Context: an optimization exercise on an open-source flow, tuned for small area. The choices shown serve that exercise and are no tape-out recipe.
In this exercise RTL edits were held to simulation tests only and were not proved equivalent to the original.
Power is estimated from default activity; no workload was simulated.

==> flow/design.v <==
module clk_div_bank #(
   parameter int unsigned CHANNELS = 12,
   parameter int unsigned CNT_W    = 20,
   parameter int unsigned AW       = 4
) (
   input  logic                clk,
   input  logic                rst_n,
   input  logic                cfg_we,
   input  logic [AW-1:0]       cfg_addr,
   input  logic [CNT_W-1:0]    cfg_div,
   input  logic [CHANNELS-1:0] en,
   input  logic                sync,
   output logic [CHANNELS-1:0] cout,
   output logic [CHANNELS-1:0] tick,
   output logic [CHANNELS-1:0] cfg_pend
);
   localparam int unsigned CAP_SH = CNT_W - 1;
   localparam int unsigned HW     = CNT_W - 1;
   function automatic logic [HW-1:0] rst_half(input int unsigned idx);
      if (idx + 1 >= CAP_SH) rst_half = (HW'(1) << (CAP_SH - 1)) - HW'(1);
      else rst_half = (HW'(1) << idx) - HW'(1);
   endfunction
   logic [HW-1:0] wl_c;
   logic          wb_c;
   logic          whi_c;
   assign whi_c = |cfg_div[CNT_W-1:1];
   assign wb_c  = cfg_div[0] & whi_c;
   assign wl_c  = whi_c ? (cfg_div[CNT_W-1:1] - HW'(!cfg_div[0])) : '0;
   logic [CHANNELS-1:0] pf_q, cout_q, tick_q;
   for (genvar i = 0; i < CHANNELS; i++) begin : g_ch
      logic [HW-1:0] r_q, l_q, pl_q;
      logic          ph_q, b_q, pb_q;
      logic          wr, fresh, rz, r_b, r_b1, bnd, rst_c, end_hi, low_c;
      assign wr     = cfg_we && (cfg_addr == AW'(i));
      assign fresh  = !cout_q[i] && !ph_q;
      assign rz     = (r_q == '0);
      assign r_b    = (r_q == HW'(b_q));
      assign r_b1   = (r_q == HW'(b_q) + HW'(1));
      assign bnd    = !fresh && rz;
      assign rst_c  = !en[i] || sync || bnd;
      assign end_hi = !fresh && !ph_q && r_b1;
      assign low_c  = ph_q || r_b;
      always_ff @(posedge clk) begin
         r_q <= (fresh || end_hi) ? l_q : (r_q - HW'(1));
         if (wr) begin
            pl_q <= wl_c;
            pb_q <= wb_c;
         end
      end
      always_ff @(posedge clk or negedge rst_n) begin
         if (!rst_n) begin
            ph_q      <= 1'b0;
            l_q       <= rst_half(i);
            b_q       <= 1'b0;
            pf_q[i]   <= 1'b0;
            cout_q[i] <= 1'b0;
            tick_q[i] <= 1'b0;
         end else begin
            cout_q[i] <= !rst_c && (fresh || !low_c);
            tick_q[i] <= bnd && en[i] && !sync;
            if (rst_c) begin
               ph_q    <= 1'b0;
               pf_q[i] <= 1'b0;
               if (wr) begin
                  l_q <= wl_c;
                  b_q <= wb_c;
               end else if (pf_q[i]) begin
                  l_q <= pl_q;
                  b_q <= pb_q;
               end
            end else begin
               ph_q    <= !fresh && (low_c || r_b1);
               pf_q[i] <= pf_q[i] || wr;
            end
         end
      end
   end
   assign cout     = cout_q;
   assign tick     = tick_q;
   assign cfg_pend = pf_q;
endmodule
==> flow/run.sh <==
#!/bin/bash
# synth_recipe.tcl (not shown) runs the flow's synth.tcl, then flattens the netlist and writes it again
# the make line also repeats each setting of config.mk as NAME=value (left out here)
make -C /OpenROAD-flow-scripts/flow DESIGN_CONFIG=/design/flow/config.mk WORK_HOME=/design/flow/orfs CLKGATE_MAP_FILE= SYNTH_SCRIPT=/design/flow/synth_recipe.tcl finish
==> flow/config.mk <==
export PLATFORM = sky130hd
export DESIGN_NAME = clk_div_bank
export DESIGN_NICKNAME = clk_div_bank
export VERILOG_FILES = /design/flow/design.v
export SDC_FILE = /design/flow/constraint.sdc
export NUM_CORES = 4
export LEC_CHECK = 0
export CAP_MARGIN = 20
export CORE_MARGIN = 2
export CORE_UTILIZATION = 40
export SLEW_MARGIN = 20
==> flow/constraint.sdc <==
create_clock -name core_clock -period 5.0 [get_ports {clk}]
set_input_delay 1.0000 -clock core_clock [delete_from_list [all_inputs] [get_ports {clk}]]
set_output_delay 1.0000 -clock core_clock [all_outputs]
set_load 0.01 [all_outputs]
==> impl_metrics.env, run 1 <==
export IMPL_place_area_sq_um=35000
export IMPL_grt_max_degree=101
export IMPL_critPathSlowestCell="or2_1"
export IMPL_core_area_sq_um=81700
export IMPL_track_usage_pct=21.5
export IMPL_crit_top_cell="or2_1"
export IMPL_yosys_top_cells_area="edfxtp_1, dfrtp_1, dfxtp_1"
export IMPL_place_gp_congestion=0.858
export IMPL_cts_made_buffers=81
export IMPL_nets=3176
export IMPL_p_leak_uw=0.0141
export IMPL_gr_usage_met1_pct=28.4
export IMPL_synth_area_leader_cell="edfxtp_1"
export IMPL_insertedDiodeCount=0
export IMPL_synth_fp_nets=3093
export IMPL_crit_family="simple AND/OR/NAND/NOR gates"
export IMPL_finalWorstSetupSlack_ps=1130
export IMPL_cpPeakStageDelay_ps=560
export IMPL_r2r_start="g_ch[7].r_q[6]$_DFF_P_"
export IMPL_cts_tree="built"
export IMPL_ir_drop_uv=283
export IMPL_fin_crit_sh_pct=77.5
export IMPL_cts_resized=0
export IMPL_synth_async_reset_ratio_pct=38.1
export IMPL_maxCapViolCount=0
export IMPL_stdcell_area_sq_um=37800
export IMPL_powerDensity_nw_per_um2=456
export IMPL_design_portCount=76
export IMPL_status="timing/DRC/antenna clean"
export IMPL_clk_path_buf_depth=3
export IMPL_wl_mm=92.0
export IMPL_worst_pin_slew_ps=1070
export IMPL_cp_cell_sequence="clkdlybuf4s50_1, or4_1, buf_4, or2_1, o41a_1, or2_1, a221o_1"
export IMPL_r2r_end="g_ch[7].l_q[9]$_DFFE_PN0P_"
export IMPL_viasPerCell=5.69
export IMPL_synth_flop_cell="edfxtp_1"
export IMPL_port_buffers=75
export IMPL_cts_root_buffer="clkbuf_16"
export IMPL_setup_violations=0
export IMPL_ys_seq_area_share_pct=58.1
export IMPL_final_layout_size_suffix_gt1_share_pct=15.2
export IMPL_htree_levels=3
export IMPL_min_path_type="input pin to async pin"
export IMPL_pre_cts_ws_ps=554
export IMPL_post_cts_buffers=0
export IMPL_rsz0062_at_grt="false"
export IMPL_ys_ff_latch=756
export IMPL_avgSynthCellArea_sq_um=10.8
export IMPL_netlist_area_leader_share_pct=22.0
export IMPL_grt_pass1_wl_mm=141
export IMPL_slew_viol_final=0
export IMPL_critPathMaxFanout=20
export IMPL_wl_per_cell_um=21.6
export IMPL_yosysWarningCount=1
export IMPL_grt_pass1_vias=24000
export IMPL_layout_min_cycle_time_ps=3870
export IMPL_relSlewSlack_pct=28.5
export IMPL_synth_most_common_cell="nor2_1"
export IMPL_syn_instance_count=3027
export IMPL_dp_hpwl_mm=61.5
export IMPL_num_rows=105
export IMPL_die_area_sq_um=84400
export IMPL_cp_required_ps=5510
export IMPL_end_kind="flop"
export IMPL_first_pass_iters=6
export IMPL_netlist_area_sq_um=32800
export IMPL_critPathKind="input pin to flop"
export IMPL_antenna_found_initial=3
export IMPL_dieHeight_um=290
export IMPL_ant_nets=0
export IMPL_grt_met2_usage_pct=35.7
export IMPL_synth_cell_types=78
export IMPL_clk_pin_slew_ps=60
export IMPL_clock_skew_ps=25.7
export IMPL_drt_initial_drc_count=1946
export IMPL_globalRouteOverflowTotal=0
export IMPL_crit_path_start_kind="input pin"
export IMPL_hold_buffers=0
export IMPL_netlist_top_cells_count="nor2_1, edfxtp_1, nand2_1"
export IMPL_top_usage_layer="met2"
export IMPL_worst_ep_arrival_time_ps=4380
export IMPL_setup_tns_ps=0
export IMPL_grtUsageMet3_pct=3.46
export IMPL_synth_edf_count=240
export IMPL_cp_buffers_inverters=2
export IMPL_hold_violations=0
export IMPL_drc_errors=0
export IMPL_fmax_ghz=0.258
export IMPL_clock_latency_ps=640
export IMPL_reg2reg_slack_ps=1680
export IMPL_via_count=24200
export IMPL_clock_sinks=756
export IMPL_reg2regPathDepth=5
export IMPL_area_growth_pct=15.1
export IMPL_start_util_pct=40.2
export IMPL_die_w_um=290
logic make-up (layout without fill, tap and decap cells):
group | after synthesis | count (layout) | synth area share, %
XOR/XNOR | 199 | 199 | 5.31
buffers and inverters | 224 | 375 | 2.76
AND/OR/NAND/NOR | 993 | 993 | 14.7
AO/OA/AOI/OAI | 696 | 696 | 13.6
flip-flops | 756 | 756 | 58.1
multiplexers | 133 | 133 | 4.56
adder cells (fa/ha/maj) | 26 | 26 | 0.991
layer usage:
layer	wire (um)	vias up	share of wire, %
met2	43700	726	47
met1	40100	12100	44
li1	-	11200	-
met3	5330	159	5.8
met5	23	-	0.025
met4	2810	4	3.1
how the worst max path moves through the flow:
stage                          start                      endpoint  slack (ps)  depth (start not counted)
after floorplan           cfg_div[0]  g_ch[10].l_q[16]$_DFFE_PN0P_        1430                         11
after global placement    cfg_div[6]  g_ch[10].l_q[17]$_DFFE_PN0P_         630                          7
after detailed placement  cfg_div[6]  g_ch[10].l_q[17]$_DFFE_PN0P_         550                          7
after CTS                 cfg_div[6]  g_ch[10].l_q[17]$_DFFE_PN0P_        1210                          7
after global routing      cfg_div[1]    g_ch[8].pl_q[13]$_DFFE_PP_        1070                          9
final                     cfg_div[6]  g_ch[10].l_q[17]$_DFFE_PN0P_        1130                          7
final cells by class:
cell class                 instances  area (sq um)
tap                             1070          1340
multi-input combinational       2047         13000
clock buffer                     110          2340
inverter                          64           240
timing repair buffer             160          1410
sequential                       756         19100
fill                            7457         43900
clock inverter                    41           447
cell usage in the layout (no fill, tap or decap), types with 70 or more instances in the layout:
cell type	count
nor3_1	79
xnor2_1	132
a2bb2oi_1	70
clkbuf_16	87
buf_4	84
dfxtp_1	228
edfxtp_1	240
nor4_1	80
mux2_2	132
nand2_1	231
a21oi_1	225
nor2_1	364
o21ai_0	141
clkdlybuf4s50_1	74
dfrtp_1	222
metrics by stage:
step	total power, uW	hold WS, ps	cells	utilization, %
2_1_floorplan	10100	446	3027	-
3_3_place_gp	10900	458	4097	42.8
3_5_place_dp	11000	463	4097	42.8
4_1_cts	17300	449	4248	46.2
5_1_grt	18000	497	4248	46.3
6_report	17200	411	4248	46.3
flip-flops by register name, summed over array words and instances, names as in the netlist:
signal	cells
g_ch.l_q	228
g_ch.pl_q	228
g_ch.r_q	228
cout_q	12
g_ch.b_q	12
g_ch.pb_q	12
g_ch.ph_q	12
pf_q	12
tick_q	12
worst register-to-register path, cell delays in order, from the launching register on:
cell and delay [ps]:
dfxtp_1 330, or4_1 650, nor3_1 600, a21o_1 390, o21a_1 820, mux2_2 430
report_power, final:
part | internal (uW) | switching [uW]
combinational | 1230 | 1270
clock | 3760 | 2500
sequential | 7510 | 952
total | 12500 | 4720
==> run 2: changes to the inputs <==
--- a/flow/design.v
+++ b/flow/design.v
@@ -31,6 +31,8 @@
       logic [HW-1:0] r_q, l_q, pl_q;
       logic          ph_q, b_q, pb_q;
       logic          wr, fresh, rz, r_b, r_b1, bnd, rst_c, end_hi, low_c;
+      logic [HW-1:0] xl;
+      logic          xb;
       assign wr     = cfg_we && (cfg_addr == AW'(i));
       assign fresh  = !cout_q[i] && !ph_q;
       assign rz     = (r_q == '0);
@@ -40,12 +42,12 @@
       assign rst_c  = !en[i] || sync || bnd;
       assign end_hi = !fresh && !ph_q && r_b1;
       assign low_c  = ph_q || r_b;
+      assign xl = (wl_c & {HW{wr}}) | (pl_q & {HW{!wr}});
+      assign xb = (wb_c & wr) | (pb_q & !wr);
       always_ff @(posedge clk) begin
          r_q <= (fresh || end_hi) ? l_q : (r_q - HW'(1));
-         if (wr) begin
-            pl_q <= wl_c;
-            pb_q <= wb_c;
-         end
+         pl_q <= xl;
+         pb_q <= xb;
       end
       always_ff @(posedge clk or negedge rst_n) begin
          if (!rst_n) begin
@@ -61,12 +63,9 @@
             if (rst_c) begin
                ph_q    <= 1'b0;
                pf_q[i] <= 1'b0;
-               if (wr) begin
-                  l_q <= wl_c;
-                  b_q <= wb_c;
-               end else if (pf_q[i]) begin
-                  l_q <= pl_q;
-                  b_q <= pb_q;
+               if (wr || pf_q[i]) begin
+                  l_q <= xl;
+                  b_q <= xb;
                end
             end else begin
                ph_q    <= !fresh && (low_c || r_b1);
==> flow/flow/run.sh (new file) <==
#!/bin/bash
# Standard layout, with a leaner clock tree (larger sink clusters, no dummy loads) and
# the smallest buffer on the ports.
set -euo pipefail
export CTS_ARGS="-sink_clustering_enable -repair_clock_nets -sink_clustering_size 35 -sink_clustering_max_diameter 80 -dont_use_dummy_load"
export BUFFER_PORTS_ARGS="-buffer_cell sky130_fd_sc_hd__buf_1"
bash standard.sh > standard_make.log 2>&1
==> flow/standard.sh (new file) <==
#!/bin/bash
# synth_recipe.tcl (not shown) runs the flow's synth.tcl, then flattens the netlist and writes it again
# the make line also repeats each setting of config.mk as NAME=value (left out here)
make -C /OpenROAD-flow-scripts/flow DESIGN_CONFIG=/design/flow/config.mk WORK_HOME=/design/flow/orfs CLKGATE_MAP_FILE= SYNTH_SCRIPT=/design/flow/synth_recipe.tcl "${@:-finish}"
--- a/flow/config.mk
+++ b/flow/config.mk
@@ -7,5 +7,5 @@
 export LEC_CHECK = 0
 export CAP_MARGIN = 20
 export CORE_MARGIN = 2
-export CORE_UTILIZATION = 40
+export CORE_UTILIZATION = 70
 export SLEW_MARGIN = 20
removed: flow/run.sh
==> run 2 against run 1 <==
Compared with the run above:
- still clean on timing, DRC and antenna
- sequential share of layout area shrank 0.13 points
- total power decreased by 11%
- via count decreased by 5.4%
- die area shrank 45%
- setup slack gained 500 ps
- routed wire length fell by 20%
- synthesized area is 4.6% lower
- core utilization up 29 points
- worst hold slack improved by 43 ps
- largest cell class unchanged
- largest power group unchanged
==> impl_metrics.env, run 2 <==
export IMPL_netlist_area_leader_share_pct=29.9
export IMPL_p_total_uw=15400
export IMPL_dp_hpwl_mm=48.1
export IMPL_htree_levels=2
export IMPL_syn_instance_count=3150
export IMPL_ant_nets=0
export IMPL_synth_area_leader_cell="dfxtp_1"
export IMPL_design_portCount=76
export IMPL_place_gp_congestion=0.848
export IMPL_wl_per_cell_um=19.6
export IMPL_cts_root_buffer="clkbuf_16"
export IMPL_fmax_ghz=0.296
export IMPL_post_cts_buffers=0
export IMPL_grt_max_degree=124
export IMPL_mostFrequentLayoutCells="dfxtp_1, nor2_1, nand2_1, a21oi_1, dfrtp_1"
export IMPL_hold_buffers=0
export IMPL_viasPerCell=6.10
export IMPL_reg_largest_list="g_ch.l_q x228, g_ch.pl_q x228, g_ch.r_q x228"
export IMPL_critPathSlowestCell="o22ai_2"
export IMPL_gr_usage_met1_pct=41.4
export IMPL_clk_path_buf_depth=3
export IMPL_grtUsageMet3_pct=3.97
export IMPL_end_kind="flop"
export IMPL_grt_met2_usage_pct=54.9
export IMPL_clock_skew_ps=58.3
export IMPL_hold_violations=0
export IMPL_area_growth_pct=5.71
export IMPL_crit_path_start_kind="input pin"
export IMPL_yosysWarningCount=1
export IMPL_setup_tns_ps=0
export IMPL_r2r_start="g_ch[3].r_q[9]$_DFF_P_"
export IMPL_synth_async_reset_ratio_pct=38.1
export IMPL_num_rows=77
export IMPL_critPathMaxFanout=12
export IMPL_slew_viol_final=0
export IMPL_globalRouteOverflowTotal=0
export IMPL_drc_errors=0
export IMPL_worst_pin_slew_ps=1050
export IMPL_nets=3220
export IMPL_powerDensity_nw_per_um2=465
export IMPL_cts_tree="built"
export IMPL_start_util_pct=70.8
export IMPL_finalWorstSetupSlack_ps=1630
export IMPL_finish_utilization_pct=74.9
export IMPL_final_layout_size_suffix_gt1_share_pct=14.0
export IMPL_cpPeakStageDelay_ps=1000
export IMPL_dieHeight_um=216
export IMPL_synth_cell_types=85
export IMPL_reg2reg_slack_ps=1680
export IMPL_core_area_sq_um=44200
export IMPL_clock_sinks=756
export IMPL_cp_cell_sequence="buf_1, nor4_1, nand4b_1, o22ai_2, o21ai_0, mux2_2"
export IMPL_port_buffers=75
export IMPL_drt_initial_drc_count=1789
export IMPL_maxCapViolCount=0
export IMPL_wl_mm=73.5
export IMPL_ys_seq_area_share_pct=53.2
export IMPL_synth_fp_nets=3216
export IMPL_ys_ff_latch=756
export IMPL_grt_pass1_wl_mm=119
export IMPL_min_path_type="input pin to async pin"
export IMPL_antenna_found_initial=3
export IMPL_die_w_um=216
export IMPL_cp_required_ps=5460
export IMPL_avgSynthCellArea_sq_um=9.95
export IMPL_status="timing/DRC/antenna clean"
export IMPL_stdcell_area_sq_um=33100
export IMPL_top_usage_layer="met2"
export IMPL_grt_pass1_vias=22600
export IMPL_track_usage_pct=31.9
export IMPL_cts_resized=0
export IMPL_synth_edf_count=0
export IMPL_clk_pin_slew_ps=100
export IMPL_r2r_end="g_ch[3].l_q[4]$_DFFE_PN0P_"
export IMPL_clock_latency_ps=600
export IMPL_cts_made_buffers=37
export IMPL_layout_min_cycle_time_ps=3370
export IMPL_p_leak_uw=0.0132
export IMPL_netlist_area_sq_um=31300
export IMPL_synth_flop_cell="dfxtp_1"
export IMPL_netlist_top_cells_count="dfxtp_1, nor2_1, nand2_1"
export IMPL_synth_most_common_cell="dfxtp_1"
export IMPL_ir_drop_uv=393
export IMPL_place_area_sq_um=32200
export IMPL_setup_violations=0
export IMPL_fin_crit_sh_pct=67.5
export IMPL_layout_commonest_cell="dfxtp_1"
export IMPL_worst_ep_arrival_time_ps=3830
export IMPL_die_area_sq_um=46500
export IMPL_yosys_top_cells_area="dfxtp_1, dfrtp_1, mux2_2"
export IMPL_critPathKind="input pin to flop"
export IMPL_relSlewSlack_pct=30.2
export IMPL_rsz0062_at_grt="false"
export IMPL_first_pass_iters=7
export IMPL_reg2regPathDepth=5
export IMPL_pre_cts_ws_ps=1090
export IMPL_via_count=22900
==> run 2: cell types whose count changed after synthesis, moves of 30 or more <==
cell	before	now
a2bb2oi_1	70	12
edfxtp_1	240	0
o22ai_1	36	6
dfxtp_1	228	468
mux2_2	132	187
o21ai_0	141	172
nand2_1	231	322
==> run 2: kinds of logic (layout without fill, tap and decap cells) <==
group / Yosys count / count (layout) / synth area share, %
AOI/OAI and AO/OA: 664 / 664 / 13.1
other: 0 / 2 / 0
adders and majority gates: 26 / 26 / 1.04
muxes: 205 / 205 / 7.34
DFF: 756 / 756 / 53.2
and+or+nand+nor: 1082 / 1082 / 16.8
buffers and inverters: 222 / 224 / 3.05
xor gates and xnor gates: 195 / 195 / 5.45
==> run 2: how the worst max path moves through the flow <==
stage	start	endpoint	slack [ps]
after CTS	g_ch[3].r_q[9]$_DFF_P_	g_ch[3].l_q[4]$_DFFE_PN0P_	1690
after global routing	cfg_div[1]	g_ch[1].l_q[10]$_DFFE_PN0P_	1510
after floorplan	cfg_div[0]	g_ch[2].l_q[10]$_DFFE_PN0P_	1940
after detailed placement	cfg_div[16]	g_ch[4].l_q[12]$_DFFE_PN0P_	1090
after global placement	cfg_div[0]	g_ch[1].l_q[10]$_DFFE_PN0P_	1140
final	cfg_div[4]	g_ch[5].l_q[12]$_DFFE_PN0P_	1630
==> run 2: critical path, delay by kind of cell <==
kind | cells | cell delay, ps
compound gates | 2 | 1250
mux | 1 | 310
buf+inv | 1 | 170
simple gates | 2 | 1090
==> run 2: layout make-up <==
| class | instances | area, sq um |
|---|---|---|
| Sequential cell | 756 | 16700 |
| Multi-Input combinational cell | 2172 | 13800 |
| Timing Repair Buffer | 133 | 752 |
| Antenna cell | 2 | 5.00 |
| Fill cell | 3212 | 11100 |
| Inverter | 54 | 203 |
| Clock buffer | 37 | 926 |
| Tap cell | 592 | 741 |
==> run 2: metal layers <==
layer  part of all wire, %  routed length, um
met1                    43              31400
met2                    49              35800
met3                   4.9               3590
met4                   3.7               2710
met5                     0                  0
==> run 2: report_power, final <==
group          internal [uW]  switching, uW  total [uW]
Combinational           1630           1850        3480
Sequential              7690           1070        8750
Clock                   1330           1840        3170
==> run 2: stage by stage <==
| step | std cells | hold WS [ps] |
|---|---|---|
| final | 3746 | 454 |
| after global routing | 3746 | 466 |
| after CTS | 3744 | 443 |
| after detailed placement | 3707 | 434 |
| after global placement | 3705 | 425 |
| after floorplan | 3150 | 415 |
==> run 3: changes to the inputs <==
==> flow/flow/run.sh (replaced) <==
#!/bin/bash
# Standard layout, with a leaner clock tree (larger sink clusters, no dummy loads) and
# the smallest buffer on the ports.
set -euo pipefail
export CTS_ARGS="-sink_clustering_enable -repair_clock_nets -sink_clustering_size 30 -sink_clustering_max_diameter 60 -dont_use_dummy_load"
export BUFFER_PORTS_ARGS="-buffer_cell sky130_fd_sc_hd__buf_1"
bash standard.sh > standard_make.log 2>&1
==> run 3 against run 2 <==
Compared with the run above:
- register-to-register slack improved by 40 ps
- sequential share of layout area decreased by 0.23 points
- worst hold slack got worse by 13 ps
- global-route usage rose by 0.38 points
- clock power up 7.9%
- synthesized cell count unchanged
- non-clock buffer count did not move
- fmax shrank 0.53%
- still clean
- combinational power is essentially flat
==> impl_metrics.env, run 3 <==
export IMPL_status="timing/DRC/antenna clean"
export IMPL_finish_utilization_pct=75.2
export IMPL_maxCapViolCount=0
export IMPL_place_gp_congestion=0.848
export IMPL_ys_ff_latch=756
export IMPL_p_leak_uw=0.0133
export IMPL_clk_path_buf_depth=3
export IMPL_cts_made_buffers=43
export IMPL_r2r_end="g_ch[3].l_q[7]$_DFFE_PN0P_"
export IMPL_post_cts_buffers=0
export IMPL_yosysWarningCount=1
export IMPL_cp_required_ps=5470
export IMPL_die_area_sq_um=46500
export IMPL_end_kind="flop"
export IMPL_clock_latency_ps=610
export IMPL_synth_area_leader_cell="dfxtp_1"
export IMPL_globalRouteOverflowTotal=0
export IMPL_mostFrequentLayoutCells="dfxtp_1, nor2_1, nand2_1, a21oi_1, dfrtp_1"
export IMPL_wl_mm=74.2
export IMPL_synth_fp_nets=3216
export IMPL_synth_cell_types=85
export IMPL_fin_crit_sh_pct=67.8
export IMPL_hold_violations=0
export IMPL_layout_commonest_cell="dfxtp_1"
export IMPL_core_area_sq_um=44200
export IMPL_via_count=23000
export IMPL_drt_initial_drc_count=1649
export IMPL_first_pass_iters=6
export IMPL_netlist_area_sq_um=31300
export IMPL_crit_path_start_kind="input pin"
export IMPL_port_buffers=75
export IMPL_synth_flop_cell="dfxtp_1"
export IMPL_dieHeight_um=216
export IMPL_hold_buffers=0
export IMPL_netlist_top_cells_count="dfxtp_1, nor2_1, nand2_1"
export IMPL_antenna_found_initial=4
export IMPL_start_util_pct=70.8
export IMPL_setup_violations=0
export IMPL_grt_max_degree=124
export IMPL_finalWorstSetupSlack_ps=1610
export IMPL_syn_instance_count=3150
export IMPL_track_usage_pct=32.3
export IMPL_pre_cts_ws_ps=1090
export IMPL_worst_pin_slew_ps=1080
export IMPL_design_portCount=76
export IMPL_slew_viol_final=0
export IMPL_yosys_top_cells_area="dfxtp_1, dfrtp_1, mux2_2"
export IMPL_relSlewSlack_pct=28.2
export IMPL_cts_resized=0
export IMPL_layout_min_cycle_time_ps=3390
export IMPL_setup_tns_ps=0
export IMPL_worst_ep_arrival_time_ps=3860
export IMPL_drc_errors=0
export IMPL_grt_pass1_wl_mm=120
export IMPL_synth_most_common_cell="dfxtp_1"
export IMPL_synth_async_reset_ratio_pct=38.1
export IMPL_n_fill_cell=3174
export IMPL_final_layout_size_suffix_gt1_share_pct=14.1
export IMPL_cts_tree="built"
export IMPL_min_path_type="input pin to async pin"
export IMPL_num_rows=77
export IMPL_ant_nets=0
export IMPL_reg_largest_list="g_ch.l_q x228, g_ch.pl_q x228, g_ch.r_q x228"
export IMPL_wl_per_cell_um=19.8
export IMPL_area_growth_pct=6.19
export IMPL_cts_root_buffer="clkbuf_16"
export IMPL_clock_sinks=756
export IMPL_synth_edf_count=0
export IMPL_holdWs_ps=441
export IMPL_numPlacedInstances=3707
export IMPL_ir_drop_uv=365
export IMPL_reg2reg_slack_ps=1720
export IMPL_die_w_um=216
export IMPL_grt_pass1_vias=22900
export IMPL_avgSynthCellArea_sq_um=9.95
export IMPL_rsz0062_at_grt="false"
export IMPL_reg2regPathDepth=5
export IMPL_dp_hpwl_mm=48.1
export IMPL_critPathKind="input pin to flop"
export IMPL_nets=3226
export IMPL_netlist_area_leader_share_pct=29.9
export IMPL_critPathMaxFanout=12
export IMPL_fin_cells=3752
export IMPL_ys_seq_area_share_pct=53.2
export IMPL_fmax_ghz=0.295
export IMPL_htree_levels=2
export IMPL_clk_pin_slew_ps=80
export IMPL_viasPerCell=6.12
export IMPL_powerDensity_nw_per_um2=471
export IMPL_r2r_start="g_ch[3].r_q[9]$_DFF_P_"
export IMPL_clock_skew_ps=43.3
-- run 3: area by class of cell --
cell class / instances / area (sq um) / share of cell area, %
Antenna cell: 2 / 5.00 / 0.0150
Clock buffer: 43 / 1080 / 3.23
Inverter: 54 / 203 / 0.609
Multi-Input combinational cell: 2172 / 13800 / 41.6
Sequential cell: 756 / 16700 / 50.1
Tap cell: 592 / 741 / 2.23
Timing Repair Buffer: 133 / 752 / 2.26
-- run 3: logic make-up after synthesis --
group | after synthesis | share of synthesized area [%]
AO/OA/AOI/OAI | 664 | 13.1
XOR/XNOR | 195 | 5.45
adder cells (fa/ha/maj) | 26 | 1.04
buffers and inverters | 222 | 3.05
flip-flops | 756 | 53.2
multiplexers | 205 | 7.34
AND/OR/NAND/NOR | 1082 | 16.8
-- run 3: report_power, final --
group	switching, uW	internal, uW
clock network	1880	1530
registers	1070	7690
logic	1850	1640
total	4810	10900
-- run 3: through the flow --
step           power (uW)  instance area [sq um]
5_1_grt             16500                  33300
4_1_cts             15700                  33300
3_5_place_dp        12300                  32200
3_3_place_gp        12000                  32200
6_report            15700                  33300
2_1_floorplan       11300                  31300
-- run 3: critical path: stages --
cell,delay (ps)
buf_1,180
nor4_1,420
nand4b_1,680
o22ai_2,1010
o21ai_0,250
mux2_2,310
-- run 3: metal layers --
| layer | vias to the layer above | wire length, um | global-route usage [%] |
|---|---|---|---|
| li1 | 11000 | - | - |
| met1 | 11300 | 31200 | 41.7 |
| met2 | 574 | 36400 | 56.1 |
| met3 | 141 | 4010 | 4.00 |
| met4 | 0 | 2610 | 11.6 |
| met5 | - | 0 | 0 |
-- run 3: worst max path at each step --
stage / from / slack (ps) / cells past startpoint / endpoint
after floorplan: cfg_div[0] / 1940 / 10 / g_ch[2].l_q[10]$_DFFE_PN0P_
after global placement: cfg_div[0] / 1140 / 9 / g_ch[1].l_q[10]$_DFFE_PN0P_
after detailed placement: cfg_div[16] / 1090 / 6 / g_ch[4].l_q[12]$_DFFE_PN0P_
after CTS: g_ch[3].r_q[9]$_DFF_P_ / 1710 / 5 / g_ch[3].l_q[3]$_DFFE_PN0P_
after global routing: cfg_div[16] / 1530 / 6 / g_ch[5].l_q[12]$_DFFE_PN0P_
final: cfg_div[4] / 1610 / 6 / g_ch[5].l_q[12]$_DFFE_PN0P_
==> run 4: changes to the inputs <==
==> flow/flow/run.sh (replaced) <==
#!/bin/bash
set -euo pipefail
work=$PWD
export AREA_ABC_SCRIPT=$work/flow/abc_area.script
export CTS_ARGS="-sink_clustering_enable -repair_clock_nets -sink_clustering_size 30 -sink_clustering_max_diameter 60 -dont_use_dummy_load"
export BUFFER_PORTS_ARGS="-buffer_cell sky130_fd_sc_hd__buf_1"
{ head -n 1 synth_recipe.tcl; cat flow/abc_proc.tcl; tail -n +2 synth_recipe.tcl; } > synth_area.tcl
sed "s|SYNTH_SCRIPT=[^ ]*|SYNTH_SCRIPT=$work/synth_area.tcl|" standard.sh > synth_area.sh
bash synth_area.sh synth > synth_make.log 2>&1
bash standard.sh > standard_make.log 2>&1
==> flow/flow/abc_area.script (new file) <==
strash
&get -n
&st
&dch
&nf -R 1000
&st
&syn2
&dch
&nf -R 1000
&st
&dch
&nf -R 1000
&put
topo
==> flow/flow/abc_proc.tcl (new file) <==
# Run ABC with this flow's area-oriented script in place of the one ORFS picks; every other
# argument (liberty, dont_use cells, constraints) is kept as ORFS sets it.
proc abc {args} {
  set i [lsearch $args -script]
  if {$i >= 0} { lset args [expr {$i + 1}] $::env(AREA_ABC_SCRIPT) }
  yosys abc {*}$args
}
==> run 4 against run 3 <==
Compared with the run above:
- global-route usage down 1.5 points
- register-to-register slack worse by 450 ps
- cell count is 6.4% lower
- total power rose by 1.3%
- worst hold slack improved by 19 ps
- non-clock buffer count down 9
- count of clock-buffer cells in the layout down 3
- via count fell by 8.2%
- design area down 5.8%
- core utilization increased by 1.7 points
- setup slack worse by 550 ps
- combinational power is 5% lower
- largest power group unchanged
==> impl_metrics.env, run 4 <==
export IMPL_grt_pass1_wl_mm=107
export IMPL_critPathMaxFanout=12
export IMPL_maxCapViolCount=0
export IMPL_clock_sinks=756
export IMPL_post_cts_buffers=0
export IMPL_num_rows=74
export IMPL_slew_viol_final=0
export IMPL_register_area_sq_um=16700
export IMPL_netlist_area_sq_um=28900
export IMPL_powerDensity_nw_per_um2=506
export IMPL_synth_most_common_cell="nor2_1"
export IMPL_via_count=21100
export IMPL_multi_input_area_sq_um=12100
export IMPL_fmax_ghz=0.254
export IMPL_setup_tns_ps=0
export IMPL_cts_resized=0
export IMPL_ir_drop_uv=317
export IMPL_critPathKind="input pin to flop"
export IMPL_final_layout_size_suffix_gt1_share_pct=6.16
export IMPL_clk_path_buf_depth=3
export IMPL_finalWorstSetupSlack_ps=1060
export IMPL_critPathSlowestCell="nor4_1"
export IMPL_avgSynthCellArea_sq_um=10.3
export IMPL_relSlewSlack_pct=25.1
export IMPL_cpPeakStageDelay_ps=890
export IMPL_mostFrequentLayoutCells="nor2_1, dfxtp_1, a21oi_1, mux2_1, dfrtp_1"
export IMPL_track_usage_pct=30.8
export IMPL_area_growth_pct=8.58
export IMPL_port_buffers=75
export IMPL_syn_instance_count=2809
export IMPL_dp_hpwl_mm=43.5
export IMPL_layout_commonest_cell="nor2_1"
export IMPL_cts_made_buffers=40
export IMPL_clk_pin_slew_ps=110
export IMPL_end_kind="flop"
export IMPL_fin_crit_sh_pct=78.8
export IMPL_synth_fp_nets=2875
export IMPL_globalRouteOverflowTotal=0
export IMPL_cp_cell_sequence="buf_1, nor4_1, nor3b_1, nand4_1, nand2_1, o21ai_0, mux2_1"
export IMPL_p_seq_share_pct=58.6
export IMPL_viasPerCell=6.00
export IMPL_drc_errors=0
export IMPL_netlist_top_cells_count="nor2_1, dfxtp_1, a21oi_1"
export IMPL_pre_cts_ws_ps=512
export IMPL_reg_largest_list="g_ch.l_q x228, g_ch.pl_q x228, g_ch.r_q x228"
export IMPL_start_util_pct=70.9
export IMPL_finish_utilization_pct=76.9
export IMPL_core_area_sq_um=40700
export IMPL_grt_max_degree=169
export IMPL_first_pass_iters=5
export IMPL_die_area_sq_um=42900
export IMPL_wl_per_cell_um=18.8
export IMPL_hold_start="g_ch[0].pb_q$_DFF_P_"
export IMPL_comb_power_share_pct=20.8
export IMPL_cts_tree="built"
export IMPL_ys_seq_area_share_pct=57.7
export IMPL_crit_path_start_kind="input pin"
export IMPL_reg2regPathDepth=7
export IMPL_htree_levels=2
export IMPL_synth_area_leader_cell="dfxtp_1"
export IMPL_nets=3041
export IMPL_hold_buffers=0
export IMPL_cp_required_ps=5490
export IMPL_synth_cell_types=42
export IMPL_ant_nets=0
export IMPL_netlist_area_leader_share_pct=32.5
export IMPL_cts_root_buffer="clkbuf_16"
export IMPL_synth_flop_cell="dfxtp_1"
export IMPL_pwr_share_clk_pct=20.6
export IMPL_layout_min_cycle_time_ps=3940
export IMPL_n_fill_cell=2797
export IMPL_dieHeight_um=207
export IMPL_grt_pass1_vias=20700
export IMPL_synth_async_reset_ratio_pct=38.1
export IMPL_min_path_cells=2
export IMPL_netSwitchingFraction_pct=30.4
export IMPL_clock_skew_ps=53.0
export IMPL_yosysWarningCount=1
export IMPL_min_path_type="flop to flop"
export IMPL_antenna_found_initial=5
export IMPL_ys_ff_latch=756
export IMPL_r2r_start="g_ch[9].r_q[9]$_DFF_P_"
export IMPL_drt_initial_drc_count=1527
export IMPL_design_portCount=76
export IMPL_wl_mm=66.0
export IMPL_yosys_top_cells_area="dfxtp_1, dfrtp_1, mux2_1"
export IMPL_p_leak_uw=0.0125
export IMPL_cp_buffers_inverters=1
export IMPL_crit_family="simple AND/OR/NAND/NOR gates"
export IMPL_clock_latency_ps=610
export IMPL_rsz0062_at_grt="false"
export IMPL_reg2reg_slack_ps=1270
export IMPL_synth_edf_count=0
export IMPL_p_switching_uw=4830
export IMPL_die_w_um=207
export IMPL_worst_pin_slew_ps=1120
export IMPL_p_int_uw=11000
export IMPL_min_to="g_ch[0].pb_q$_DFF_P_"
export IMPL_hold_violations=0
export IMPL_place_gp_congestion=0.873
export IMPL_worst_ep_arrival_time_ps=4430
export IMPL_setup_violations=0
export IMPL_r2r_end="g_ch[9].l_q[17]$_DFFE_PN0P_"
export IMPL_status="timing/DRC/antenna clean"
[run 4: power by group through the flow]
stage               sequential [uW]  clock [uW]  combinational [uW]
global placement               9290           0                3080
global route                   9530        3510                3780
CTS                            9290        3310                3310
finish                         9310        3270                3300
detailed placement             9390           0                3270
floorplan                      9010           0                2580
[run 4: worst max path at each step]
stage	slack [ps]	cells after the start	endpoint	from
after floorplan	190	5	g_ch[3].l_q[18]$_DFFE_PN0P_	cfg_we
after global placement	800	10	g_ch[4].l_q[13]$_DFFE_PN0P_	cfg_div[6]
after detailed placement	510	7	g_ch[0].l_q[10]$_DFFE_PN0P_	cfg_div[6]
after CTS	1150	7	g_ch[0].l_q[10]$_DFFE_PN0P_	cfg_div[6]
after global routing	890	7	g_ch[0].l_q[10]$_DFFE_PN0P_	cfg_div[6]
final	1060	7	g_ch[0].l_q[10]$_DFFE_PN0P_	cfg_div[6]
[run 4: logic make-up after synthesis]
group	synth area share (%)
AO/OA/AOI/OAI	11.5
XOR/XNOR	4.67
adder cells (fa/ha/maj)	1.13
buffers and inverters	0.676
flip-flops	57.7
multiplexers	9.21
AND/OR/NAND/NOR	15.1
[run 4: layout make-up]
cell class | instances | area share (%)
repair buffers | 124 | 2.17
inverters | 52 | 0.623
well taps | 532 | 2.12
clock buffers | 40 | 3.19
diodes | 5 | 0.0399
flip-flops and latches | 756 | 53.1
multi-input cells | 2001 | 38.7
[run 4: metal layers]
| metal | GRT usage (%) | vias up | wire length (um) | part of all wire [%] |
|---|---|---|---|---|
| li1 | - | 10200 | - | - |
| met1 | 41.6 | 10300 | 28800 | 44 |
| met2 | 50.9 | 497 | 31200 | 47 |
| met3 | 4.47 | 111 | 3790 | 5.7 |
| met4 | 11.3 | 0 | 2240 | 3.4 |
| met5 | 0 | - | 0 | 0 |
[run 4: worst min-delay path: stages, from the launching register on]
cell and delay (ps):
dfxtp_1 310, nand2_1 40, o21ai_0 70
[run 4: metrics by stage]
stage	instance area, sq um	std cells	hold slack (ps)	total power, uW
2_1_floorplan	28900	2809	428	11600
3_3_place_gp	30300	3464	436	12400
3_5_place_dp	30300	3464	447	12700
4_1_cts	31300	3504	464	15900
5_1_grt	31300	3509	491	16800
6_report	31300	3510	460	15900
==> run 5: changes to the inputs <==
==> flow/flow/run.sh (replaced) <==
#!/bin/bash
set -euo pipefail
work=$PWD
export AREA_ABC_SCRIPT=$work/flow/abc_area.script
export CTS_ARGS="-sink_clustering_enable -repair_clock_nets -sink_clustering_size 20 -sink_clustering_max_diameter 60 -buf_list sky130_fd_sc_hd__clkbuf_8 -dont_use_dummy_load"
export BUFFER_PORTS_ARGS="-buffer_cell sky130_fd_sc_hd__buf_1"
{ head -n 1 synth_recipe.tcl; cat flow/abc_proc.tcl; tail -n +2 synth_recipe.tcl; } > synth_area.tcl
sed "s|SYNTH_SCRIPT=[^ ]*|SYNTH_SCRIPT=$work/synth_area.tcl|" standard.sh > synth_area.sh
bash synth_area.sh synth > synth_make.log 2>&1
bash standard.sh > standard_make.log 2>&1
==> run 5 against run 4 <==
Compared with the run above:
- first-iteration DRC count decreased by 2.4%
- critical path type unchanged
- clock skew up 4.7 ps
- worst hold slack got worse by 88 ps
- critical endpoint unchanged
- sequential cell count stayed put
- still clean
==> impl_metrics.env, run 5 <==
export IMPL_yosys_top_cells_area="dfxtp_1, dfrtp_1, mux2_1"
export IMPL_first_pass_iters=5
export IMPL_wl_per_cell_um=18.6
export IMPL_rsz0062_at_grt="false"
export IMPL_critPathKind="input pin to flop"
export IMPL_clk_path_buf_depth=3
export IMPL_post_cts_buffers=0
export IMPL_wl_mm=65.2
export IMPL_cpPeakStageDelay_ps=890
export IMPL_track_usage_pct=30.5
export IMPL_synth_area_leader_cell="dfxtp_1"
export IMPL_status="timing/DRC/antenna clean"
export IMPL_globalRouteOverflowTotal=0
export IMPL_p_total_uw=15200
export IMPL_min_path_type="input pin to async pin"
export IMPL_ir_drop_uv=287
export IMPL_area_growth_pct=7.28
export IMPL_synth_flop_cell="dfxtp_1"
export IMPL_ys_ff_latch=756
export IMPL_maxCapViolCount=0
export IMPL_ys_seq_area_share_pct=57.7
export IMPL_clk_pin_slew_ps=120
export IMPL_drc_errors=0
export IMPL_drt_initial_drc_count=1490
export IMPL_port_buffers=75
export IMPL_hold_violations=0
export IMPL_netlist_area_sq_um=28900
export IMPL_cts_tree="built"
export IMPL_clock_latency_ps=670
export IMPL_dieHeight_um=207
export IMPL_critPathSlowestCell="nand2_1"
export IMPL_worst_ep_arrival_time_ps=4460
export IMPL_stdcell_area_sq_um=31000
export IMPL_synth_fp_nets=2875
export IMPL_design_portCount=76
export IMPL_end_kind="flop"
export IMPL_nets=3046
export IMPL_start_util_pct=70.9
export IMPL_relSlewSlack_pct=26.9
export IMPL_netlist_top_cells_count="nor2_1, dfxtp_1, a21oi_1"
export IMPL_synth_cell_types=42
export IMPL_cts_root_buffer="clkbuf_8"
export IMPL_yosysWarningCount=1
export IMPL_htree_levels=2
export IMPL_mostFrequentLayoutCells="nor2_1, dfxtp_1, a21oi_1, mux2_1, dfrtp_1"
export IMPL_reg2regPathDepth=7
export IMPL_r2r_start="g_ch[9].r_q[9]$_DFF_P_"
export IMPL_slew_viol_final=0
export IMPL_hold_buffers=0
export IMPL_crit_family="simple AND/OR/NAND/NOR gates"
export IMPL_syn_instance_count=2809
export IMPL_place_gp_congestion=0.873
export IMPL_avgSynthCellArea_sq_um=10.3
export IMPL_critPathMaxFanout=12
export IMPL_synth_edf_count=0
export IMPL_ant_nets=0
export IMPL_fmax_ghz=0.257
export IMPL_worst_pin_slew_ps=1100
export IMPL_clock_sinks=756
export IMPL_cts_made_buffers=46
export IMPL_grt_pass1_vias=20600
export IMPL_final_layout_size_suffix_gt1_share_pct=6.31
export IMPL_reg_largest_list="g_ch.l_q x228, g_ch.pl_q x228, g_ch.r_q x228"
export IMPL_num_rows=74
export IMPL_antenna_found_initial=4
export IMPL_die_w_um=207
export IMPL_reg2reg_slack_ps=1260
export IMPL_layout_commonest_cell="nor2_1"
export IMPL_r2r_end="g_ch[9].l_q[13]$_DFFE_PN0P_"
export IMPL_viasPerCell=5.97
export IMPL_cts_resized=0
export IMPL_dp_hpwl_mm=43.5
export IMPL_clock_skew_ps=57.7
export IMPL_cp_buffers_inverters=1
export IMPL_powerDensity_nw_per_um2=490
export IMPL_layout_min_cycle_time_ps=3890
export IMPL_netlist_area_leader_share_pct=32.5
export IMPL_grt_max_degree=169
export IMPL_cp_required_ps=5570
export IMPL_p_leak_uw=0.0124
export IMPL_fin_crit_sh_pct=77.7
export IMPL_synth_async_reset_ratio_pct=38.1
export IMPL_core_area_sq_um=40700
export IMPL_setup_tns_ps=0
export IMPL_setup_violations=0
export IMPL_place_area_sq_um=30300
export IMPL_crit_path_start_kind="input pin"
export IMPL_cp_cell_sequence="buf_1, nor4_1, nor3b_1, nand4_1, nand2_1, o21ai_0, mux2_1"
export IMPL_die_area_sq_um=42900
export IMPL_via_count=21000
export IMPL_holdWs_ps=372
export IMPL_synth_most_common_cell="nor2_1"
export IMPL_grt_pass1_wl_mm=106
[run 5: worst register-to-register path: stages (launching register included)]
cell and delay (ps):
dfxtp_1 350, or3_1 380, or4_1 530, nor4_1 620, nand3b_1 210, nand3b_1 230, o21a_1 880, mux2_1 400
[run 5: metal layers]
metal | up-vias | track usage (%) | share of wire [%]
met5 | - | 0 | 0
met4 | 0 | 10.4 | 3.3
met3 | 128 | 4.50 | 6.1
met2 | 502 | 49.8 | 47
met1 | 10200 | 41.9 | 44
li1 | 10200 | - | -
[run 5: worst max path at each step]
stage	from	cells after the start	end	slack, ps
after floorplan	cfg_we	5	g_ch[3].l_q[18]$_DFFE_PN0P_	190
after global routing	g_ch[9].r_q[9]$_DFF_P_	7	g_ch[9].l_q[16]$_DFFE_PN0P_	950
after detailed placement	cfg_div[6]	7	g_ch[0].l_q[10]$_DFFE_PN0P_	510
final	cfg_div[6]	7	g_ch[0].l_q[10]$_DFFE_PN0P_	1110
after CTS	cfg_div[6]	7	g_ch[0].l_q[10]$_DFFE_PN0P_	1240
after global placement	cfg_div[6]	10	g_ch[4].l_q[13]$_DFFE_PN0P_	800
[run 5: logic make-up after synthesis]
logic type	count (synthesis)	synth area share [%]
buffers and inverters	52	0.676
adder cells (fa/ha/maj)	26	1.13
AO/OA/AOI/OAI	613	11.5
XOR/XNOR	154	4.67
flip-flops	756	57.7
AND/OR/NAND/NOR	972	15.1
multiplexers	236	9.21
[run 5: final cells by class]
type                       instances  area, sq um
fill                            2855         9770
multi-input combinational       2001        12100
clock buffer                      46          633
timing repair buffer             123          672
sequential                       756        16700
inverter                          52          195
antenna                            5         12.5
tap                              532          666
[run 5: per-stage QoR]
stage               util, %  worst slack [ps]  instances
finish                 76.0              1110       3515
global route           76.0               952       3514
CTS                    76.0              1240       3510
detailed placement     74.4               512       3464
global placement       74.4               802       3464
floorplan                 -               189       2809
[run 5: power breakdown]
group	total [uW]	internal (uW)	switching, uW
Clock	2600	833	1770
Combinational	3280	1540	1730
Sequential	9290	8060	1230
==> run 6: changes to the inputs <==
==> flow/flow/run.sh (replaced) <==
#!/bin/bash
set -euo pipefail
work=$PWD
export AREA_ABC_SCRIPT=$work/flow/abc_area.script
export CTS_ARGS="-sink_clustering_enable -repair_clock_nets -sink_clustering_size 16 -sink_clustering_max_diameter 60 -buf_list sky130_fd_sc_hd__clkbuf_8 -dont_use_dummy_load"
export BUFFER_PORTS_ARGS="-buffer_cell sky130_fd_sc_hd__buf_1"
{ head -n 1 synth_recipe.tcl; cat flow/abc_proc.tcl; tail -n +2 synth_recipe.tcl; } > synth_area.tcl
sed "s|SYNTH_SCRIPT=[^ ]*|SYNTH_SCRIPT=$work/synth_area.tcl|" standard.sh > synth_area.sh
bash synth_area.sh synth > synth_make.log 2>&1
bash standard.sh > standard_make.log 2>&1
==> run 6 against run 5 <==
Compared with the run above:
- synthesized cell count stayed put
- fmax is 0.72% lower
- global-route usage about the same
- sequential power barely moved
- total power rose by 1.1%
- worst hold slack gained 23 ps
- sequential share of layout area down 0.17 points
- critical path depth unchanged
- critical path type unchanged
- largest power group unchanged
- highest routed layer unchanged
==> impl_metrics.env, run 6 <==
export IMPL_place_area_sq_um=30300
export IMPL_final_layout_size_suffix_gt1_share_pct=6.53
export IMPL_port_buffers=75
export IMPL_avgSynthCellArea_sq_um=10.3
export IMPL_dp_hpwl_mm=43.5
export IMPL_start_util_pct=70.9
export IMPL_worst_ep_arrival_time_ps=4480
export IMPL_netlist_top_cells_count="nor2_1, dfxtp_1, a21oi_1"
export IMPL_viasPerCell=5.98
export IMPL_p_leak_uw=0.0124
export IMPL_ys_seq_area_share_pct=57.7
export IMPL_netlist_area_sq_um=28900
export IMPL_via_count=21100
export IMPL_cts_root_buffer="clkbuf_8"
export IMPL_synth_fp_nets=2875
export IMPL_wl_mm=65.7
export IMPL_clock_skew_ps=29.2
export IMPL_crit_path_start_kind="input pin"
export IMPL_critPathSlowestCell="nand2_1"
export IMPL_critPathMaxFanout=12
export IMPL_worst_pin_slew_ps=1130
export IMPL_cp_required_ps=5560
export IMPL_layout_commonest_cell="nor2_1"
export IMPL_stdcell_area_sq_um=31100
export IMPL_grt_max_degree=169
export IMPL_htree_levels=2
export IMPL_clock_sinks=756
export IMPL_powerDensity_nw_per_um2=494
export IMPL_track_usage_pct=30.5
export IMPL_syn_instance_count=2809
export IMPL_num_rows=74
export IMPL_grt_pass1_wl_mm=106
export IMPL_finish_utilization_pct=76.3
export IMPL_synth_area_leader_cell="dfxtp_1"
export IMPL_yosysWarningCount=1
export IMPL_maxCapViolCount=0
export IMPL_globalRouteOverflowTotal=0
export IMPL_first_pass_iters=5
export IMPL_reg_largest_list="g_ch.l_q x228, g_ch.pl_q x228, g_ch.r_q x228"
export IMPL_clk_pin_slew_ps=100
export IMPL_cts_tree="built"
export IMPL_die_area_sq_um=42900
export IMPL_antenna_found_initial=5
export IMPL_clock_latency_ps=680
export IMPL_cp_buffers_inverters=1
export IMPL_clk_path_buf_depth=3
export IMPL_design_portCount=76
export IMPL_netlist_area_leader_share_pct=32.5
export IMPL_hold_buffers=0
export IMPL_slew_viol_final=0
export IMPL_wl_per_cell_um=18.7
export IMPL_core_area_sq_um=40700
export IMPL_layout_min_cycle_time_ps=3910
export IMPL_cp_cell_sequence="buf_1, nor4_1, nor3b_1, nand4_1, nand2_1, o21ai_0, mux2_1"
export IMPL_nets=3053
export IMPL_drt_initial_drc_count=1551
export IMPL_synth_async_reset_ratio_pct=38.1
export IMPL_ant_nets=0
export IMPL_holdWs_ps=395
export IMPL_end_kind="flop"
export IMPL_synth_most_common_cell="nor2_1"
export IMPL_synth_cell_types=42
export IMPL_synth_edf_count=0
export IMPL_grt_pass1_vias=20600
export IMPL_synth_flop_cell="dfxtp_1"
export IMPL_yosys_top_cells_area="dfxtp_1, dfrtp_1, mux2_1"
export IMPL_cpPeakStageDelay_ps=910
export IMPL_rsz0062_at_grt="false"
export IMPL_crit_family="simple AND/OR/NAND/NOR gates"
export IMPL_cts_made_buffers=53
export IMPL_ys_ff_latch=756
export IMPL_place_gp_congestion=0.873
export IMPL_cts_resized=0
export IMPL_fin_crit_sh_pct=78.3
export IMPL_critPathKind="input pin to flop"
export IMPL_min_path_type="input pin to async pin"
export IMPL_setup_violations=0
export IMPL_n_fill_cell=2861
export IMPL_mostFrequentLayoutCells="nor2_1, dfxtp_1, a21oi_1, mux2_1, dfrtp_1"
export IMPL_die_w_um=207
export IMPL_finalWorstSetupSlack_ps=1090
export IMPL_relSlewSlack_pct=24.4
export IMPL_ir_drop_uv=368
export IMPL_fmax_ghz=0.256
export IMPL_status="timing/DRC/antenna clean"
export IMPL_post_cts_buffers=0
export IMPL_area_growth_pct=7.62
export IMPL_dieHeight_um=207
export IMPL_hold_violations=0
export IMPL_setup_tns_ps=0
export IMPL_drc_errors=0
export IMPL_pre_cts_ws_ps=512
==> run 6: cell counts after synthesis <==
Identical to the previous run, type by type.
==> run 6: logic make-up (layout without fill, tap and decap cells) <==
family,count (synthesis),in the layout,synth area share (%)
compound gates,613,613,11.5
mux,236,236,9.21
flops,756,756,57.7
simple gates,972,972,15.1
buf+inv,52,228,0.676
fa+ha+maj,26,26,1.13
other cells,0,5,0
xor+xnor,154,154,4.67
==> run 6: metrics by stage <==
stage | instances | power (uW)
after floorplan | 2809 | 11600
after global placement | 3464 | 12400
after detailed placement | 3464 | 12700
after CTS | 3517 | 15400
after global routing | 3522 | 16300
final | 3522 | 15300
==> run 6: worst reg2reg max path, cell delays in order (launching register included) <==
cell and delay [ps]:
dfxtp_1 330, or3_1 400, or4_1 530, nor4_1 620
nand3b_1 210, nand3b_1 230, o21a_1 890, mux2_1 400
==> run 6: report_power, final <==
part           switching, uW  internal, uW
registers               1240          8060
clock network           1800           950
logic                   1740          1540
total                   4780         10600
==> run 6: final timing paths <==
| path | slack (ps) | start | cells after the start | end |
|---|---|---|---|---|
| worst max register to register | 1290 | g_ch[9].r_q[10]$_DFF_P_ | 7 | g_ch[9].l_q[13]$_DFFE_PN0P_ |
| min in group core_clock | 470 | g_ch[8].pl_q[0]$_DFF_P_ | 2 | g_ch[8].pl_q[0]$_DFF_P_ |
| worst min-delay path | 400 | rst_n | 2 | tick_q[0]$_DFF_PN0_ |
| max in group asynchronous | 3670 | rst_n | 2 | pf_q[7]$_DFF_PN0_ |
| worst max-delay path | 1090 | cfg_div[6] | 7 | g_ch[0].l_q[10]$_DFFE_PN0P_ |
| worst min register to register | 470 | g_ch[8].pl_q[0]$_DFF_P_ | 2 | g_ch[8].pl_q[0]$_DFF_P_ |
==> run 6: layout make-up <==
cell class                 instances  area (sq um)  share of cell area, %
timing repair buffer             123           672                   2.16
antenna                            5          12.5                 0.0403
sequential                       756         16700                   53.6
clock buffer                      53           729                   2.35
multi-input combinational       2001         12100                   39.1
inverter                          52           195                  0.628
tap                              532           666                   2.14
==> run 6: layer usage <==
layer	track usage [%]	wire, um
met2	49.6	30600
met3	4.94	3730
met1	41.8	29200
met5	0	0
met4	10.8	2200
==> run 7: changes to the inputs <==
--- a/flow/design.v
+++ b/flow/design.v
@@ -28,11 +28,13 @@
    assign wl_c  = whi_c ? (cfg_div[CNT_W-1:1] - HW'(!cfg_div[0])) : '0;
    logic [CHANNELS-1:0] pf_q, cout_q, tick_q;
    for (genvar i = 0; i < CHANNELS; i++) begin : g_ch
-      logic [HW-1:0] r_q, l_q, pl_q;
+      logic [HW-1:0] r_q, rn_q, l_q, l_s, pl_q;
       logic          ph_q, b_q, pb_q;
       logic          wr, fresh, rz, r_b, r_b1, bnd, rst_c, end_hi, low_c;
       logic [HW-1:0] xl;
       logic          xb;
+      assign l_q    = l_s ^ rst_half(i);
+      assign r_q    = ~rn_q;
       assign wr     = cfg_we && (cfg_addr == AW'(i));
       assign fresh  = !cout_q[i] && !ph_q;
       assign rz     = (r_q == '0);
@@ -45,14 +47,14 @@
       assign xl = (wl_c & {HW{wr}}) | (pl_q & {HW{!wr}});
       assign xb = (wb_c & wr) | (pb_q & !wr);
       always_ff @(posedge clk) begin
-         r_q <= (fresh || end_hi) ? l_q : (r_q - HW'(1));
+         rn_q <= (fresh || end_hi) ? ~l_q : (rn_q + HW'(1));
          pl_q <= xl;
          pb_q <= xb;
       end
       always_ff @(posedge clk or negedge rst_n) begin
          if (!rst_n) begin
             ph_q      <= 1'b0;
-            l_q       <= rst_half(i);
+            l_s       <= '0;
             b_q       <= 1'b0;
             pf_q[i]   <= 1'b0;
             cout_q[i] <= 1'b0;
@@ -64,7 +66,7 @@
                ph_q    <= 1'b0;
                pf_q[i] <= 1'b0;
                if (wr || pf_q[i]) begin
-                  l_q <= xl;
+                  l_s <= xl ^ rst_half(i);
                   b_q <= xb;
                end
             end else begin
==> run 7 against run 6 <==
Compared with the run above:
- global-route usage up 1.3 points
- sequential share of layout area hardly changed
- critical path type is now flop to flop
- design area decreased by 0.46%
- worst hold slack lost 190 ps
- via count increased by 0.36%
- critical path depth increased by 3
- non-clock buffer count rose by 12
- synthesized area down 0.95%
- register-to-register slack better by 230 ps
- synthesized cell count up 2.0%
==> impl_metrics.env, run 7 <==
export IMPL_wl_per_cell_um=18.3
export IMPL_crit_path_start_kind="flop"
export IMPL_min_path_type="input pin to async pin"
export IMPL_clock_latency_ps=680
export IMPL_setup_tns_ps=0
export IMPL_design_portCount=76
export IMPL_reg_largest_list="g_ch.l_s x228, g_ch.pl_q x228, g_ch.rn_q x228"
export IMPL_layout_min_cycle_time_ps=3480
export IMPL_antenna_found_initial=3
export IMPL_num_rows=74
export IMPL_synth_most_common_cell="dfxtp_1"
export IMPL_synth_fp_nets=2918
export IMPL_cts_root_buffer="clkbuf_8"
export IMPL_grt_pass1_wl_mm=106
export IMPL_area_growth_pct=8.15
export IMPL_yosys_top_cells_area="dfxtp_1, dfrtp_1, mux2_1"
export IMPL_powerDensity_nw_per_um2=479
export IMPL_die_area_sq_um=42500
export IMPL_holdWs_ps=207
export IMPL_htree_levels=2
export IMPL_netlist_area_sq_um=28600
export IMPL_layout_commonest_cell="dfxtp_1"
export IMPL_clock_skew_ps=28.8
export IMPL_synth_async_reset_ratio_pct=38.1
export IMPL_core_area_sq_um=40600
export IMPL_hold_buffers=0
export IMPL_p_total_uw=14800
export IMPL_fmax_ghz=0.287
export IMPL_globalRouteOverflowTotal=0
export IMPL_netlist_top_cells_count="dfxtp_1, nand2_1, o21ai_0"
export IMPL_mostFrequentLayoutCells="dfxtp_1, nand2_1, nor2_1, o21ai_0, dfrtp_1"
export IMPL_port_buffers=75
export IMPL_grt_pass1_vias=20700
export IMPL_cts_tree="built"
export IMPL_syn_instance_count=2864
export IMPL_cpPeakStageDelay_ps=690
export IMPL_yosysWarningCount=1
export IMPL_status="timing/DRC/antenna clean"
export IMPL_reg2reg_slack_ps=1520
export IMPL_drt_initial_drc_count=1678
export IMPL_final_layout_size_suffix_gt1_share_pct=4.69
export IMPL_relSlewSlack_pct=26.7
export IMPL_ys_ff_latch=756
export IMPL_clock_sinks=756
export IMPL_maxCapViolCount=0
export IMPL_end_kind="flop"
export IMPL_cp_required_ps=5550
export IMPL_critPathKind="flop to flop"
export IMPL_dp_hpwl_mm=43.6
export IMPL_slew_viol_final=0
export IMPL_worst_pin_slew_ps=1100
export IMPL_synth_edf_count=0
export IMPL_reg2regPathDepth=10
export IMPL_avgSynthCellArea_sq_um=9.98
export IMPL_netlist_area_leader_share_pct=32.8
export IMPL_synth_flop_cell="dfxtp_1"
export IMPL_first_pass_iters=5
export IMPL_hold_violations=0
export IMPL_finalWorstSetupSlack_ps=1520
export IMPL_rsz0062_at_grt="false"
export IMPL_r2r_end="g_ch[8].l_s[9]$_DFFE_PN0P_"
export IMPL_dieHeight_um=206
export IMPL_worst_path_stages=10
export IMPL_cts_made_buffers=53
export IMPL_worst_ep_arrival_time_ps=4030
export IMPL_finish_utilization_pct=76.3
export IMPL_critPathSlowestCell="a21boi_2"
export IMPL_place_gp_congestion=0.891
export IMPL_via_count=21100
export IMPL_start_util_pct=70.5
export IMPL_ir_drop_uv=366
export IMPL_grt_max_degree=167
export IMPL_ant_nets=0
export IMPL_pre_cts_ws_ps=979
export IMPL_die_w_um=206
export IMPL_synth_area_leader_cell="dfxtp_1"
export IMPL_post_cts_buffers=0
export IMPL_r2r_start="g_ch[8].rn_q[0]$_DFF_P_"
export IMPL_n_fill_cell=2953
export IMPL_track_usage_pct=31.8
export IMPL_crit_family="simple AND/OR/NAND/NOR gates"
export IMPL_cp_cell_sequence="ha_1, and3_1, nor2b_1, nand2_1, nor2_1, nand3b_1, nand3_1, a21boi_2, buf_4, mux2_1"
export IMPL_clk_path_buf_depth=3
export IMPL_critPathMaxFanout=15
export IMPL_setup_violations=0
export IMPL_nets=3108
export IMPL_synth_cell_types=43
export IMPL_p_leak_uw=0.0129
export IMPL_cts_resized=0
export IMPL_viasPerCell=5.89
export IMPL_wl_mm=65.8
export IMPL_fin_crit_sh_pct=69.6
export IMPL_cp_buffers_inverters=1
export IMPL_drc_errors=0
export IMPL_clk_pin_slew_ps=90
export IMPL_ys_seq_area_share_pct=58.0
## run 7: cell count changes in the layout (fill, tap and decap cells not counted), moves of 33 or more
cell	previous run	this run
a21oi_1	386	235
dfrtp_1	222	288
mux2_1	236	187
nand3_1	30	88
dfstp_2	66	0
clkinv_1	52	19
nor2_1	506	319
and3_1	7	40
nand2_1	181	439
o21ai_0	101	318
nand4_1	8	41
## run 7: logic make-up after synthesis
group | Yosys count | synth area share, %
AOI/OAI and AO/OA | 641 | 11.7
xor gates and xnor gates | 175 | 5.36
adders and majority gates | 14 | 0.613
buffers and inverters | 19 | 0.249
DFF | 756 | 58.0
muxes | 200 | 7.82
and+or+nand+nor | 1059 | 16.2
## run 7: where the power goes
part	total, uW	switching [uW]	internal, uW
Combinational	3250	1750	1500
Sequential	8830	1110	7720
Clock	2750	1800	950
## run 7: cell type report
cell class                      count  area, sq um  area share [%]
Clock buffer                       53          729            2.36
Multi-Input combinational cell   2089        12100            39.1
Sequential cell                   756        16600            53.6
Tap cell                          532          666            2.15
Antenna cell                        4         10.0          0.0324
Timing Repair Buffer              135          781            2.52
Inverter                           19         71.3           0.231
## run 7: stage by stage
stage	instance area, sq um	std cells
4_1_cts	30900	3583
3_5_place_dp	30100	3530
3_3_place_gp	30100	3530
5_1_grt	30900	3584
2_1_floorplan	28600	2864
6_report	30900	3588
## run 7: worst max-delay path by stage
stage                                              to               startpoint
final                      g_ch[8].l_s[9]$_DFFE_PN0P_  g_ch[8].rn_q[0]$_DFF_P_
after global routing      g_ch[8].l_s[15]$_DFFE_PN0P_  g_ch[8].rn_q[1]$_DFF_P_
after CTS                  g_ch[8].l_s[8]$_DFFE_PN0P_  g_ch[8].rn_q[0]$_DFF_P_
after detailed placement  g_ch[3].l_s[14]$_DFFE_PN0P_              cfg_div[13]
after global placement    g_ch[8].l_s[12]$_DFFE_PN0P_              cfg_div[14]
after floorplan              g_ch[10].b_q$_DFFE_PN0P_              cfg_addr[2]
## run 7: routing by layer
metal | track usage, % | part of all wire (%) | vias to the layer above
met5 | 0 | 0.023 | -
met4 | 12.3 | 3.9 | 2
met3 | 5.05 | 4.7 | 144
met2 | 52.4 | 47 | 424
met1 | 42.4 | 44 | 10300
li1 | - | - | 10300

afterwards: timing with drivers on the ports:
In the flow no input, the clock included, has a driving cell. The finished layouts below were timed again as built, in two steps.
Step 1: set_driving_cell puts a clkbuf_16 on clk and a buf_2 on each other input, an assumption about the parent block.
Step 2 adds t to the input delays and takes it off the output delays; t is the mean of the earliest and latest rising clock arrival at the registers after step 1. Input paths then give back, and output paths get back, about the clock's delay inside the block.
Three values: ideal, step 1, step 2; two values: the first two.
| run | shift t [ns] | setup WS [ns] | cell pins on the clock port's net |
|---|---|---|---|
| run 1 | 0.689 | 1.127 / 1.165 / 0.476 | 1 |
| run 2 | 0.626 | 1.626 / 1.667 / 1.041 | 1 |
| run 3 | 0.645 | 1.608 / 1.649 / 1.004 | 1 |
| run 4 | 0.643 | 1.059 / 1.100 / 0.457 | 1 |
| run 5 | 0.701 | 1.114 / 1.150 / 0.449 | 1 |
| run 6 | 0.720 | 1.086 / 1.121 / 0.401 | 1 |
| run 7 | 0.718 | 1.522 / 1.522 / 0.853 | 1 |
After both steps every run listed still meets setup and hold. For run 6, which loses most, drivers alone change the setup slack by +0.035 ns; drivers and shift together by -0.685 ns.
